Source: an optimization exercise on an open RTL-to-GDS flow (aim: small area and a short achievable clock period). Production flows keep margins and buffers that such runs may drop.
RTL that was checked went through simulation tests only; none was proved equivalent to the original.
No activity file was given, so power comes from the tool's default toggle rates.

==> flow/design.v <==
package softmc_pkg;
  localparam int INSTR_WIDTH     = 32;
  localparam int IMEM_DEPTH      = 64;
  localparam int IMEM_ADDR_WIDTH = 6;
  localparam int ROW_ADDR_WIDTH = 17;
  localparam int BG_WIDTH       = 2;
  localparam int BANK_WIDTH     = 2;
  localparam int COL_WIDTH      = 10;
  localparam int RD_DATA_WIDTH  = 64;
  localparam int BUF_DEPTH      = 16;
  localparam int BUF_ADDR_WIDTH = $clog2(BUF_DEPTH);
  localparam int WAIT_WIDTH = 16;
  localparam int ODT_WR_DEL    = 4;
  localparam int ODT_WR_DUR    = 6;
  localparam int ODT_CNT_WIDTH = $clog2(ODT_WR_DUR);
  localparam logic [2:0] RCW_RD  = 3'b101;
  localparam logic [2:0] RCW_WR  = 3'b100;
  localparam logic [2:0] RCW_PRE = 3'b010;
  localparam logic [2:0] RCW_REF = 3'b001;
  localparam int CMD_SPARE_WIDTH  = INSTR_WIDTH - 3 - BG_WIDTH - BANK_WIDTH - ROW_ADDR_WIDTH;
  localparam int CTRL_SPARE_WIDTH = INSTR_WIDTH - 3 - WAIT_WIDTH;
  typedef enum logic [2:0] {
    OP_NOP  = 3'd0,
    OP_ACT  = 3'd1,
    OP_RD   = 3'd2,
    OP_WR   = 3'd3,
    OP_PRE  = 3'd4,
    OP_REF  = 3'd5,
    OP_WAIT = 3'd6,
    OP_END  = 3'd7
  } opcode_e;
  typedef union packed {
    struct packed {
      opcode_e                      opcode;
      logic [BG_WIDTH-1:0]          bg;
      logic [BANK_WIDTH-1:0]        bank;
      logic [ROW_ADDR_WIDTH-1:0]    addr;
      logic [CMD_SPARE_WIDTH-1:0]   spare;
    } cmd;
    struct packed {
      opcode_e                      opcode;
      logic [WAIT_WIDTH-1:0]        count;
      logic [CTRL_SPARE_WIDTH-1:0]  spare;
    } ctrl;
  } instr_u;
endpackage
`timescale 1ns/1ns
module softmc_core (
  input  logic        c0_ddr4_clk,
  input  logic        rst_n,
  input  logic        instr_valid,
  input  logic        instr_last,
  input  logic [31:0] instr_data,
  input  logic        rd_valid,
  input  logic [63:0] rd_data,
  output logic        ddr_act_n,
  output logic        ddr_cs_n,
  output logic [16:0] ddr_adr,
  output logic [1:0]  ddr_bg,
  output logic [1:0]  ddr_ba,
  output logic        ddr_odt,
  output logic        c2h_valid,
  output logic [63:0] c2h_data,
  output logic        c2h_last,
  output logic        seq_done
);
  localparam int NW = 63;    
  localparam int SW = 22;    
  logic [SW-1:0] imem [0:NW-1];
  logic [5:0]    ptr;         
  logic          running;     
  logic          start;       
  logic          go;          
  logic [SW-1:0] w;           
  logic [15:0]   wcnt;        
  logic [63:0]   sel;
  logic [SW-1:0] enc;
  logic [SW-1:0] fetch;
  logic          load;
  always_comb begin
    sel = '0;
    sel[ptr] = 1'b1;
  end
  always_comb begin
    logic is_act, is_wait;
    is_act  = instr_data[31:29] == 3'd1;
    is_wait = instr_data[31:29] == 3'd6;
    enc[21]    = is_act;
    enc[20:17] = instr_data[28:25];
    enc[16:14] = is_act ? instr_data[24:22] : instr_data[31:29];
    enc[13:12] = instr_data[21:20];
    enc[11:0]  = is_wait ? instr_data[24:13] : instr_data[19:8];
  end
  assign load = instr_valid && !running;
  always_ff @(posedge c0_ddr4_clk) begin
    for (int i = 0; i < NW; i++) begin
      if (load && sel[i]) imem[i] <= enc;
    end
  end
  always_comb begin
    fetch = '0;
    for (int i = 0; i < NW; i++) begin
      fetch = fetch | (imem[i] & {SW{sel[i]}});
    end
    fetch = fetch | ({1'b0, 4'b0, 3'd7, 14'b0} & {SW{sel[63]}});
  end
  logic        w_act, w_rd, w_wr, w_pre, w_ref, w_wait, w_end, w_cmd, w_cnt_nz;
  logic [2:0]  w_op;
  logic [15:0] w_cnt;
  assign w_act    = w[21];
  assign w_op     = w[16:14];
  assign w_rd     = !w_act && (w_op == 3'd2);
  assign w_wr     = !w_act && (w_op == 3'd3);
  assign w_pre    = !w_act && (w_op == 3'd4);
  assign w_ref    = !w_act && (w_op == 3'd5);
  assign w_wait   = !w_act && (w_op == 3'd6);
  assign w_end    = !w_act && (w_op == 3'd7);
  assign w_cmd    = w_act || w_rd || w_wr || w_pre || w_ref;
  assign w_cnt    = {w[20:17], w[11:0]};
  assign w_cnt_nz = |w_cnt;
  always_ff @(posedge c0_ddr4_clk) begin
    if (!rst_n) begin
      ptr     <= '0;
      running <= 1'b0;
      start   <= 1'b0;
      go      <= 1'b0;
    end else begin
      start <= 1'b0;
      if (load) begin
        if (instr_last) begin
          ptr     <= '0;
          running <= 1'b1;
          start   <= 1'b1;
        end else begin
          ptr <= ptr + 1'b1;
        end
      end
      if (start) begin
        ptr <= ptr + 1'b1;
        go  <= 1'b1;
      end else if (go) begin
        if (w_end) begin
          ptr     <= '0;
          running <= 1'b0;
          go      <= 1'b0;
        end else begin
          ptr <= ptr + 1'b1;
          go  <= !(w_wait && w_cnt_nz);
        end
      end else begin
        go <= running && (wcnt == 16'd1);
      end
    end
  end
  always_ff @(posedge c0_ddr4_clk) begin
    if (start || go) w <= fetch;
    if (go) wcnt <= w_cnt;
    else if (wcnt != '0) wcnt <= wcnt - 1'b1;
  end
  logic wr_pin;
  always_ff @(posedge c0_ddr4_clk) begin
    if (!rst_n) begin
      ddr_cs_n  <= 1'b1;
      ddr_act_n <= 1'b1;
      seq_done  <= 1'b0;
      wr_pin    <= 1'b0;
    end else begin
      ddr_cs_n  <= !(go && w_cmd);
      ddr_act_n <= !(go && w_act);
      seq_done  <= go && w_end;
      wr_pin    <= go && w_wr;
    end
  end
  always_ff @(posedge c0_ddr4_clk) begin
    ddr_bg  <= w[20:19];
    ddr_ba  <= w[18:17];
    if (w_act) begin
      ddr_adr <= w[16:0];
    end else begin
      ddr_adr[16:14] <= w_rd  ? 3'b101 :
                        w_wr  ? 3'b100 :
                        w_pre ? 3'b010 : 3'b001;
      ddr_adr[13:10] <= 4'b0;
      ddr_adr[9:0]   <= (w_rd || w_wr) ? w[9:0] : 10'b0;
    end
  end
  logic [2:0] wr_dly;      
  logic [2:0] dur_cnt;     
  always_ff @(posedge c0_ddr4_clk) begin
    if (!rst_n) begin
      wr_dly  <= '0;
      dur_cnt <= '0;
      ddr_odt <= 1'b0;
    end else begin
      wr_dly <= {wr_dly[1:0], wr_pin};
      if (wr_dly[2]) begin
        dur_cnt <= 3'd5;
        ddr_odt <= 1'b1;
      end else if (dur_cnt != '0) begin
        dur_cnt <= dur_cnt - 1'b1;
        ddr_odt <= 1'b1;
      end else begin
        ddr_odt <= 1'b0;
      end
    end
  end
  logic [63:0] rbuf [0:15];
  logic [3:0]  wr_ptr, rd_ptr;
  logic [4:0]  count;
  logic        draining, pop, pop_last;
  logic [15:0] wsel, rsel;
  logic [63:0] rword;
  always_comb begin
    wsel = '0;
    wsel[wr_ptr] = 1'b1;
    rsel = '0;
    rsel[rd_ptr] = 1'b1;
  end
  assign pop      = (seq_done || draining) && (count != '0);
  assign pop_last = pop && (count == 5'd1);
  always_ff @(posedge c0_ddr4_clk) begin
    for (int i = 0; i < 16; i++) begin
      if (rd_valid && wsel[i]) rbuf[i] <= rd_data;
    end
  end
  always_comb begin
    rword = '0;
    for (int i = 0; i < 16; i++) rword = rword | (rbuf[i] & {64{rsel[i]}});
  end
  always_ff @(posedge c0_ddr4_clk) c2h_data <= rword;
  always_ff @(posedge c0_ddr4_clk) begin
    if (!rst_n) begin
      wr_ptr    <= '0;
      rd_ptr    <= '0;
      count     <= '0;
      draining  <= 1'b0;
      c2h_valid <= 1'b0;
      c2h_last  <= 1'b0;
    end else begin
      wr_ptr    <= wr_ptr + 4'(rd_valid);
      rd_ptr    <= rd_ptr + 4'(pop);
      count     <= count + 5'(rd_valid) - 5'(pop);
      draining  <= pop && !pop_last;
      c2h_valid <= pop;
      c2h_last  <= pop_last;
    end
  end
endmodule
make LEC_CHECK=0 CAP_MARGIN=20 CORE_MARGIN=2 CORE_UTILIZATION=40 SLEW_MARGIN=20 finish   # period 3.3 ns
run.sh (not shown) runs the stock make flow with config.mk's settings and CLKGATE_MAP_FILE= SYNTH_SCRIPT=/design/flow/synth_recipe.tcl, a recipe that flattens the netlist after the stock synthesis.
The first run completed, yet does not pass: setup timing.
Next try:
--- a/flow/design.v
+++ b/flow/design.v
@@ -64,26 +64,21 @@
   output logic        c2h_last,
   output logic        seq_done
 );
   localparam int NW = 63;    
   localparam int SW = 22;    
   logic [SW-1:0] imem [0:NW-1];
-  logic [5:0]    ptr;         
+  logic [63:0]   sel;         
   logic          running;     
   logic          start;       
   logic          go;          
   logic [SW-1:0] w;           
   logic [15:0]   wcnt;        
-  logic [63:0]   sel;
   logic [SW-1:0] enc;
   logic [SW-1:0] fetch;
   logic          load;
-  always_comb begin
-    sel = '0;
-    sel[ptr] = 1'b1;
-  end
   always_comb begin
     logic is_act, is_wait;
     is_act  = instr_data[31:29] == 3'd1;
     is_wait = instr_data[31:29] == 3'd6;
     enc[21]    = is_act;
     enc[20:17] = instr_data[28:25];
@@ -117,37 +112,37 @@
   assign w_end    = !w_act && (w_op == 3'd7);
   assign w_cmd    = w_act || w_rd || w_wr || w_pre || w_ref;
   assign w_cnt    = {w[20:17], w[11:0]};
   assign w_cnt_nz = |w_cnt;
   always_ff @(posedge c0_ddr4_clk) begin
     if (!rst_n) begin
-      ptr     <= '0;
+      sel     <= 64'd1;
       running <= 1'b0;
       start   <= 1'b0;
       go      <= 1'b0;
     end else begin
       start <= 1'b0;
       if (load) begin
         if (instr_last) begin
-          ptr     <= '0;
+          sel     <= 64'd1;
           running <= 1'b1;
           start   <= 1'b1;
         end else begin
-          ptr <= ptr + 1'b1;
+          sel <= {sel[62:0], sel[63]};
         end
       end
       if (start) begin
-        ptr <= ptr + 1'b1;
+        sel <= {sel[62:0], sel[63]};
         go  <= 1'b1;
       end else if (go) begin
         if (w_end) begin
-          ptr     <= '0;
+          sel     <= 64'd1;
           running <= 1'b0;
           go      <= 1'b0;
         end else begin
-          ptr <= ptr + 1'b1;
+          sel <= {sel[62:0], sel[63]};
           go  <= !(w_wait && w_cnt_nz);
         end
       end else begin
         go <= running && (wcnt == 16'd1);
       end
     end
@@ -202,22 +197,20 @@
       end else begin
         ddr_odt <= 1'b0;
       end
     end
   end
   logic [63:0] rbuf [0:15];
-  logic [3:0]  wr_ptr, rd_ptr;
+  logic [3:0]  wr_ptr;
   logic [4:0]  count;
   logic        draining, pop, pop_last;
   logic [15:0] wsel, rsel;
   logic [63:0] rword;
   always_comb begin
     wsel = '0;
     wsel[wr_ptr] = 1'b1;
-    rsel = '0;
-    rsel[rd_ptr] = 1'b1;
   end
   assign pop      = (seq_done || draining) && (count != '0);
   assign pop_last = pop && (count == 5'd1);
   always_ff @(posedge c0_ddr4_clk) begin
     for (int i = 0; i < 16; i++) begin
       if (rd_valid && wsel[i]) rbuf[i] <= rd_data;
@@ -228,20 +221,20 @@
     for (int i = 0; i < 16; i++) rword = rword | (rbuf[i] & {64{rsel[i]}});
   end
   always_ff @(posedge c0_ddr4_clk) c2h_data <= rword;
   always_ff @(posedge c0_ddr4_clk) begin
     if (!rst_n) begin
       wr_ptr    <= '0;
-      rd_ptr    <= '0;
+      rsel      <= 16'd1;
       count     <= '0;
       draining  <= 1'b0;
       c2h_valid <= 1'b0;
       c2h_last  <= 1'b0;
     end else begin
       wr_ptr    <= wr_ptr + 4'(rd_valid);
-      rd_ptr    <= rd_ptr + 4'(pop);
+      if (pop) rsel <= {rsel[14:0], rsel[15]};
       count     <= count + 5'(rd_valid) - 5'(pop);
       draining  <= pop && !pop_last;
       c2h_valid <= pop;
       c2h_last  <= pop_last;
     end
   end
Result: Now the flow completed with no timing, DRC or antenna violations. Core utilization shrinks by 4.2 points. Global-route usage fell by 1.8 points. First-iteration DRC count goes down by about 16%. Final area shrinks by about 9%. Sequential power is higher by about 1%. Via count goes down by 9.6%.
No functional check of the RTL was part of the second run of this note.

separate check: timing with driven ports:
The results above use ideal ports. As a check the final layouts listed here were re-extracted and re-timed, cells and wires unchanged.
Step 1 sets driving cells, clkbuf_16 on the clock port and buf_2 on the other inputs (assumed; they add their load-dependent delay and slew).
Step 2 also shifts input and output timing later by t, the mid clock arrival at the registers, as if the neighbouring blocks saw the same clock.
Three values: no drivers, after step 1, after step 2; two values: the first two.
run	t (ns)	setup WS [ns]	worst register clock-pin slew, ns
the first run	0.997	-0.405 / -0.405 / -0.405	0.07 / 0.07
the second run	0.986	0.258 / 0.258 / 0.258	0.07 / 0.07
